From an optimization exercise on the open Yosys and OpenROAD flow, aimed at a short achievable clock period and few clock cycles; shortcuts taken in it are not production practice. The clock port is modelled as an ideal driver; clocking choices that lean on that would not hold on a real chip. Power and IR drop assume default switching activity.

== rev 12 ==
Design mipsCore, start of the top module:
module mipsCore
(
    input  logic        clk,
    input  logic        rst,
    output logic [31:0] pcF,
    input  logic [31:0] instr,
    output logic        memWrite,
    output logic [31:0] dataAddr,
    output logic [31:0] writeData,
    input  logic [31:0] readData
);
==> flow/config.mk <==
export PLATFORM = sky130hd
export DESIGN_NAME = mipsCore
export DESIGN_NICKNAME = mipsCore
export VERILOG_FILES = /design/flow/design.v
export SDC_FILE = /design/flow/constraint.sdc
export NUM_CORES = 8
export LEC_CHECK = 0
export ABC_CLOCK_PERIOD_IN_PS = 2500
export CAP_MARGIN = 60
export CORE_MARGIN = 2
export CORE_UTILIZATION = 50
export SETUP_SLACK_MARGIN = 5
export SLEW_MARGIN = 60
export SYNTH_HIERARCHICAL = 1
export SYNTH_MINIMUM_KEEP_SIZE = 0
==> flow/constraint.sdc <==
create_clock -name core_clock -period 10.0 [get_ports {clk}]
set_input_delay 2.0000 -clock core_clock [delete_from_list [all_inputs] [get_ports {clk}]]
set_output_delay 2.0000 -clock core_clock [all_outputs]
set_load 0.01 [all_outputs]
standard.sh (not shown) runs the stock make flow with config.mk's settings and CLKGATE_MAP_FILE= SYNTH_SCRIPT=/design/flow/synth_recipe.tcl, a recipe that flattens the netlist after the stock synthesis.
==> flow/flow/run.sh <==
#!/bin/bash
set -euo pipefail
F=$PWD/flow
K=(MATCH_CELL_FOOTPRINT=0 "BUFFER_PORTS_ARGS=-buffer_cell sky130_fd_sc_hd__buf_4" FASTROUTE_TCL=$F/fastroute.tcl)
bash standard.sh SETUP_SLACK_MARGIN=5 POST_CTS_TCL=$F/ramp_cts.tcl "${K[@]}" cts > standard_cts.log 2>&1
bash standard.sh SETUP_SLACK_MARGIN=6.5 "${K[@]}" finish > standard_finish.log 2>&1
==> flow/flow/fastroute.tcl <==
set_global_routing_layer_adjustment met1 0.6
set_global_routing_layer_adjustment met2 0.3
set_global_routing_layer_adjustment met3-$::env(MAX_ROUTING_LAYER) 0.2

set_routing_layers -clock $::env(MIN_CLK_ROUTING_LAYER)-$::env(MAX_ROUTING_LAYER)
set_routing_layers -signal $::env(MIN_ROUTING_LAYER)-$::env(MAX_ROUTING_LAYER)
==> flow/flow/ramp_cts.tcl <==
# Timing repair in steps: each step repairs every endpoint below its margin,
# so a path that cannot be improved further stops only the last steps.
set_propagated_clock [all_clocks]
estimate_parasitics -placement
foreach m {5.8 6.0 6.2 6.3 6.4 6.5 6.6 6.7 6.8} {
  repair_timing -setup -setup_margin $m -repair_tns 100 -max_passes 50
  puts "ramp_cts margin $m: worst slack [worst_slack -max]"
}
detailed_placement
check_placement -verbose
estimate_parasitics -placement
puts "ramp_cts done: worst slack [worst_slack -max]"
### rev 12 -> rev 13
diff --git a/flow/design.v b/flow/design.v
--- a/flow/design.v
+++ b/flow/design.v
@@ -315,53 +315,34 @@
 endmodule
 `default_nettype wire
 `default_nettype none
 module eqCmp
 (
     input  logic [31:0] a,
     input  logic [31:0] b,
     output logic        eq
 );
-    logic [31:0] x;
-    xorBank #(.W(32)) diff (.a(a), .b(b), .y(x));
-    zeroTree32 all (.x(x), .zero(eq));
-endmodule
-module zeroTree32
-(
-    input  logic [31:0] x,
-    output logic        zero
-);
-    logic [15:0] n1;             
-    logic [7:0]  a2;             
-    logic [3:0]  n3;             
-    logic [1:0]  a4;             
-    nor2Bank  #(.W(16)) l1 (.a(x[31:16]),  .b(x[15:0]),  .y(n1));
-    nand2Bank #(.W(8))  l2 (.a(n1[15:8]),  .b(n1[7:0]),  .y(a2));
-    nor2Bank  #(.W(4))  l3 (.a(a2[7:4]),   .b(a2[3:0]),  .y(n3));
-    nand2Bank #(.W(2))  l4 (.a(n3[3:2]),   .b(n3[1:0]),  .y(a4));
-    nor2Bank  #(.W(1))  l5 (.a(a4[1]),     .b(a4[0]),    .y(zero));
+    assign eq = a == b;
 endmodule
 `default_nettype wire
 `default_nettype none
 module sumZero
 (
     input  logic [31:0] a,
     input  logic [31:0] b,
     input  logic        cin,
     output logic        zero
 );
     logic [31:0] p;
     logic [31:0] cMade;          
-    logic [31:0] bad;            
     assign p     = a ^ b;
     assign cMade = {p[30:0] | a[30:0], cin};
-    xorBank #(.W(32)) chk (.a(p), .b(cMade), .y(bad));
-    zeroTree32 all (.x(bad), .zero(zero));
+    assign zero  = &(~(p ^ cMade));
 endmodule
 `default_nettype wire
 `timescale 1ns/100ps
 `default_nettype none
 module mipsCore
 (
     input  logic        clk,
     input  logic        rst,
     output logic [31:0] pcF,
@@ -533,24 +514,21 @@
     always_comb begin
         for (int i = 0; i < 32; i++) regsFlat[32*i +: 32] = regs[i];
     end
     regRead read1 (.regs(regsFlat), .valid(rvalid), .addr(rsD), .data(rd1D));
     regRead read2 (.regs(regsFlat), .valid(rvalid), .addr(rtD), .data(rd2D));
     assign aD   = (weM && destM == rsD) ? resultM : rd1D;
     assign bD   = (weM && destM == rtD) ? resultM : rd2D;
     assign stallD = vD && loadDepD;
     logic        zeroChkD;
-    logic        sumZeroD;
     logic        redirectD;
-    assign zeroChkD  = isBeqD && opAddE && !cinE && !memToRegE && !fwdAE && !fwdBE
-                    && ((depAD && rtD == 5'd0) || (depBD && rsD == 5'd0));
-    sumZero zeroChk (.a(aE), .b(opBE), .cin(cinE), .zero(sumZeroD));
-    assign redirectD = vD && zeroChkD && !stallD && (sumZeroD != predTD);
+    assign zeroChkD  = 1'b0;
+    assign redirectD = 1'b0;
     assign predTD = isBeqD && (instrD[15] || rsD == rtD);
     always_ff @(posedge clk or posedge rst) begin
         if (rst) begin
             vE <= 1'b0;
         end else begin
             vE <= vD && !redirectE && !stallD;
         end
     end
     selReg fwdAReg0 (.clk(clk), .d(depAD),                 .q(fwdAQ[0]));
--- outcome ---
A startpoint of the most critical setup path of pcF[5]$_DFF_PP0_ is what rev 12 shows, while instr[3] belongs to rev 13. Side by side, maximum number of pins on one net before global-route repair turned out lower in rev 13 than in rev 12. The critical path capture point comes out pcF[5] in one run and pcF[20]$_DFF_PP0_ in the other, namely in rev 12 and rev 13 respectively. Rev 12 has lower largest fanout on the critical path than rev 13. Per the comparison of rev 13 with rev 12, synthesized cell count lost 254, peak supply drop +2.3%. The count of flip-flops and latches of rev 12 and that of rev 13 are within noise of each other. Ran to the end and failed final checks on max-slew violations: rev 13.
No functional check of the RTL was part of any run of this note.


oak:
Another version of the RTL of mipsCore (not shown whole).
Size: ~5700 cells after synthesis, about 160 I/O pins.
export LEC_CHECK = 0
export ABC_CLOCK_PERIOD_IN_PS = 2500
export CAP_MARGIN = 60
export CORE_MARGIN = 2
export CORE_UTILIZATION = 50
export SETUP_SLACK_MARGIN = 5
export SLEW_MARGIN = 60
export SYNTH_HIERARCHICAL = 1
export SYNTH_MINIMUM_KEEP_SIZE = 0
create_clock -name core_clock -period 10.0 [get_ports {clk}]
Scripts as last shown in full above: flow/flow/run.sh, flow/flow/fastroute.tcl, flow/flow/ramp_cts.tcl
Edits applied to the flow inputs when going from oak to pine:
--- a/flow/design.v
+++ b/flow/design.v
@@ -68,45 +68,20 @@
 module selReg
 (
     input  logic clk,
     input  logic d,
     output logic q
 );
     always_ff @(posedge clk) begin
         q <= d;
     end
 endmodule
-module pcRegCopy
-(
-    input  logic        clk,
-    input  logic        rst,
-    input  logic [31:0] d,
-    output logic [31:0] q
-);
-    always_ff @(posedge clk or posedge rst) begin
-        if (rst) begin
-            q <= '0;
-        end else begin
-            q <= d;
-        end
-    end
-endmodule
-module dataRegCopy
-(
-    input  logic        clk,
-    input  logic [31:0] d,
-    output logic [31:0] q
-);
-    always_ff @(posedge clk) begin
-        q <= d;
-    end
-endmodule
 `default_nettype wire
 `timescale 1ns/100ps
 `default_nettype none
 module aoi22Bank #(
     parameter int W = 32
 ) (
     input  logic [W-1:0] a0,
     input  logic [W-1:0] a1,
     input  logic [W-1:0] b0,
     input  logic [W-1:0] b1,
@@ -363,28 +338,27 @@
     assign cMade = {p[30:0] | a[30:0], cin};
     assign zero  = &(~(p ^ cMade));
 endmodule
 `default_nettype wire
 `timescale 1ns/100ps
 `default_nettype none
 module mipsCore
 (
     input  logic        clk,
     input  logic        rst,
-    output logic [31:0] pcF,           
+    output logic [31:0] pcF,
     input  logic [31:0] instr,
     output logic        memWrite,
     output logic [31:0] dataAddr,
     output logic [31:0] writeData,
     input  logic [31:0] readData
 );
-    logic [31:0] pcQ;
     logic        weM;            
     logic        memToRegM;
     logic        memWriteM;
     logic [4:0]  destM;
     logic [31:0] aluOutM;
     logic [31:0] wdataM;
     logic [31:0] resultM;
     logic        vE;
     logic        weE;
     logic        memToRegE;
@@ -411,21 +385,21 @@
     logic        vD;
     logic [31:0] instrD;
     logic [31:0] pc4D;
     logic [31:0] brTargetF;
     logic        depAD;          
     logic        depBD;
     logic        loadDepD;       
     logic [31:0] regs [0:31];
     logic [31:1] rvalid;
     assign memWrite  = memWriteM;
-    dataRegCopy addrCopy (.clk(clk), .d(aluOut), .q(dataAddr));
+    assign dataAddr  = aluOutM;
     assign writeData = wdataM;
     assign resultM   = memToRegM ? readData : aluOutM;
     always_ff @(posedge clk) begin
         for (int i = 1; i < 32; i++) begin
             if (weM && destM == 5'(i)) regs[i] <= resultM;
         end
     end
     always_ff @(posedge clk or posedge rst) begin
         if (rst) begin
             rvalid <= '0;
@@ -598,75 +572,74 @@
     logic [13:0] pcHiIncF;
     logic [13:0] pcHiDecF;
     logic [15:0] brLoF;          
     logic        brCarryF;
     logic        isJF;
     logic        predTF;
     logic [31:0] pcNext;
     assign isJF   = instr[31:26] == 6'b000010;
     assign predTF = instr[31:26] == 6'b000100 && (instr[15] || instr[25:21] == instr[20:16]);
     addKS #(.W(30)) pcInc (
-        .a    (pcQ[31:2]),
+        .a    (pcF[31:2]),
         .b    (30'd1),
         .cin  (1'b0),
         .s    (pc4F[31:2]),
         .cout ()
     );
-    assign pc4F[1:0] = pcQ[1:0];
-    assign pcHiF = pcQ[31:18];
+    assign pc4F[1:0] = pcF[1:0];
+    assign pcHiF = pcF[31:18];
     addKS #(.W(14)) hiInc (
         .a    (pcHiF),
         .b    (14'd1),
         .cin  (1'b0),
         .s    (pcHiIncF),
         .cout ()
     );
     addKS #(.W(14)) hiDec (
         .a    (pcHiF),
         .b    (14'h3fff),
         .cin  (1'b0),
         .s    (pcHiDecF),
         .cout ()
     );
     addKS #(.W(16)) brLo (
-        .a    (pcQ[17:2]),
+        .a    (pcF[17:2]),
         .b    (instr[15:0]),
         .cin  (1'b1),
         .s    (brLoF),
         .cout (brCarryF)
     );
     pcSelect pcSel (
         .redirect (redirectE),
         .alt      (altE),
         .hold     (stallD),
         .redirectD(redirectD),
         .altD     (predTD ? pc4D : brTargetD),
-        .pc       (pcQ),
+        .pc       (pcF),
         .pc4      (pc4F),
         .isJ      (isJF),
         .predT    (predTF),
         .jIndex   (instr[25:0]),
         .brLo     (brLoF),
         .brCarry  (brCarryF),
         .brSign   (instr[15]),
         .pcHiInc  (pcHiIncF),
         .pcHiDec  (pcHiDecF),
         .pcNext   (pcNext),
         .brTarget (brTargetF)
     );
-    pcRegCopy pcCopy (.clk(clk), .rst(rst), .d(pcNext), .q(pcF));
     always_ff @(posedge clk or posedge rst) begin
         if (rst) begin
-            pcQ <= 32'h0000_0000;
+            pcF <= 32'h0000_0000;
             vD  <= 1'b0;
         end else begin
-            pcQ <= pcNext;
+            pcF <= pcNext;
             vD  <= !redirectE && !redirectD;
         end
     end
     logic        useRsF;
     logic        useRtF;         
     logic        depAF;
     logic        depBF;
     assign useRsF = instr[31:26] == 6'b000000 || instr[31:26] == 6'b001000 || instr[31:26] == 6'b100011
                  || instr[31:26] == 6'b101011    || instr[31:26] == 6'b000100;
     assign useRtF = instr[31:26] == 6'b000000 || instr[31:26] == 6'b000100;
--- outcome ---
- pine: all stages complete, timing, DRC and antenna checks passed
- Clock-buffer cell count came out lower on pine than on oak.
- Setup slack, pine and oak, lower one = oak.
- Compared with oak, pine shows flip-flop and latch count lower by about 4.4%.
- Compared with oak, pine shows routability congestion estimate lower by 3.6%.
- Power came out lower on pine than on oak.
- Looking only at critical path depth in cells, and setting everything else aside, the lower value of pine and oak goes to pine.
- In the tables for pine and oak, worst-case headroom to the max-slew limit reads higher with pine.
- | data arrival time of the worst path | higher: oak |
- The run showing the greater routed wire length is pine.
- Number of global-route vias before repair (pine over oak): increase, 1.0%
- Relative to oak, via count increased by 0.58% in pine.
- Against oak, mean post-synth cell area in pine fell slightly.
No functional check of the RTL was part of any run of this note.


mipsCore, a different RTL version from the one above (not shown whole).
For scale: ~160 I/O pins, about 72000 um2 of cells after synthesis.
==> flow/config.mk <==
export PLATFORM = sky130hd
export DESIGN_NAME = mipsCore
export DESIGN_NICKNAME = mipsCore
export VERILOG_FILES = /design/flow/design.v
export SDC_FILE = /design/flow/constraint.sdc
export NUM_CORES = 8
export LEC_CHECK = 0
export ABC_CLOCK_PERIOD_IN_PS = 2500
export CAP_MARGIN = 40
export CORE_MARGIN = 2
export CORE_UTILIZATION = 50
export SETUP_SLACK_MARGIN = 5
export SLEW_MARGIN = 50
export SYNTH_HIERARCHICAL = 1
export SYNTH_MINIMUM_KEEP_SIZE = 0
==> flow/constraint.sdc <==
create_clock -name core_clock -period 10.0 [get_ports {clk}]
set_input_delay 2.0000 -clock core_clock [delete_from_list [all_inputs] [get_ports {clk}]]
set_output_delay 2.0000 -clock core_clock [all_outputs]
set_load 0.01 [all_outputs]
Scripts as last shown in full above: flow/flow/run.sh, flow/flow/fastroute.tcl, flow/flow/ramp_cts.tcl
Next try:
--- a/flow/design.v
+++ b/flow/design.v
@@ -431,13 +431,13 @@
     assign aD   = (weM && destM == rsD) ? resultM : rd1D;
     assign bD   = (weM && destM == rtD) ? resultM : rd2D;
     assign stallD = vD && loadDepD;
     logic        zeroChkD;
     logic        sumZeroD;
     logic        redirectD;
-    assign zeroChkD  = isBeqD && opAddE && !cinE && !memToRegE && !fwdAE && !fwdBE
+    assign zeroChkD  = isBeqD && opAddE && !memToRegE && !fwdAE && !fwdBE
                     && ((depAD && rtD == 5'd0) || (depBD && rsD == 5'd0));
     sumZero zeroChk (.a(aE), .b(opBE), .cin(cinE), .zero(sumZeroD));
     assign redirectD = vD && zeroChkD && !stallD && !redirectE && (sumZeroD != predTD);
     assign predTD = isBeqD && (instrD[15] || rsD == rtD);
     addKS #(.W(30)) brAdd (
         .a    (pc4D[31:2]),
@@ -453,30 +453,30 @@
         end else begin
             vE <= vD && !redirectE && !stallD;
         end
     end
     selReg fwdAReg0 (.clk(clk), .d(depAD),                 .q(fwdAQ[0]));
     selReg fwdBReg0 (.clk(clk), .d(depBD && !immD),         .q(fwdBQ[0]));
-    selReg invBReg0 (.clk(clk), .d(invD),                   .q(invBQ[0]));
+    selReg invBReg0 (.clk(clk), .d(depBD && !immD && invD), .q(invBQ[0]));
     selReg fwdAReg1 (.clk(clk), .d(depAD),                 .q(fwdAQ[1]));
     selReg fwdBReg1 (.clk(clk), .d(depBD && !immD),         .q(fwdBQ[1]));
-    selReg invBReg1 (.clk(clk), .d(invD),                   .q(invBQ[1]));
+    selReg invBReg1 (.clk(clk), .d(depBD && !immD && invD), .q(invBQ[1]));
     selReg fwdAReg2 (.clk(clk), .d(depAD),                 .q(fwdAQ[2]));
     selReg fwdBReg2 (.clk(clk), .d(depBD && !immD),         .q(fwdBQ[2]));
-    selReg invBReg2 (.clk(clk), .d(invD),                   .q(invBQ[2]));
+    selReg invBReg2 (.clk(clk), .d(depBD && !immD && invD), .q(invBQ[2]));
     selReg fwdAReg3 (.clk(clk), .d(depAD),                 .q(fwdAQ[3]));
     selReg fwdBReg3 (.clk(clk), .d(depBD && !immD),         .q(fwdBQ[3]));
-    selReg invBReg3 (.clk(clk), .d(invD),                   .q(invBQ[3]));
+    selReg invBReg3 (.clk(clk), .d(depBD && !immD && invD), .q(invBQ[3]));
     always_ff @(posedge clk) begin
         weE       <= weD;
         memToRegE <= isLwD;
         memWriteE <= isSwD;
         beqE      <= vD && !redirectE && !stallD && isBeqD && !zeroChkD;
         destE     <= destD;
         aE        <= aD;
-        opBE      <= immD ? immValD : bD;
+        opBE      <= immD ? immValD : invD ? ~bD : bD;
         rtE       <= bD;
         fwdAE     <= depAD;
         fwdBE     <= depBD && !immD;
         fwdRtE    <= depBD;
         swLoadE   <= isSwD && depBD && memToRegE;
         cinE      <= invD;
Outcome: Clock power is lower slightly. Combinational power went up by a few percent. Critical path depth is higher by 3. Maximum frequency climbs slightly. Worst setup slack improves by 0.017 ns. Flip-flop and latch count is unchanged. Via count is higher by a few percent. Wire length grows by a few percent. Design area rose by a few percent. Power grows slightly. Count of clock-buffer cells in the layout drops by 7. First-iteration DRC count went up by roughly a tenth. Die area is about the same. Non-clock buffer count is higher by 158.
No functional check of the RTL was part of any run of this note.

[port drivers added, routing unchanged]
No port has a modelled driver above. Below, the same layouts with a new extraction and two added sets of constraints.
Step 1, drivers: a clkbuf_16 drives clk and a buf_2 each remaining input, both assumed.
Step 2 moves the port delays by t, midway between the first and last clock arrival at a register: inputs arrive t later, outputs are due t later. That takes back most of the time a late clock gives input paths.
Three values: ideal, step 1, step 2; two values: the first two.
run | shift t [ns] | setup slack, ns | hold WS [ns] | worst setup path after step 2 | worst slew at a driven data input, ns
rev 12 | 0.859 | 6.522 / 6.443 / 5.747 | 0.325 / 0.325 / 0.325 | input to register | 0.10
rev 13 | 0.858 | 6.527 / 6.525 / 5.707 | 0.327 / 0.327 / 0.327 | input to register | 0.11
oak | 0.849 | 6.473 / 6.517 / 5.668 | 0.321 / 0.321 / 0.321 | input to register | 0.12
pine | 0.875 | 6.563 / 6.533 / 5.722 | 0.328 / 0.328 / 0.328 | input to register | 0.09
the first run of note 3 | 0.903 | 6.395 / 6.395 / 5.743 | 0.320 / 0.320 / 0.320 | input to register | 0.10
the second run of note 3 | 0.905 | 6.412 / 6.412 / 5.744 | 0.329 / 0.329 / 0.329 | input to register | 0.06
The setup slack of pine, which loses most, moves by -0.030 ns with the drivers and by -0.841 ns with both steps.
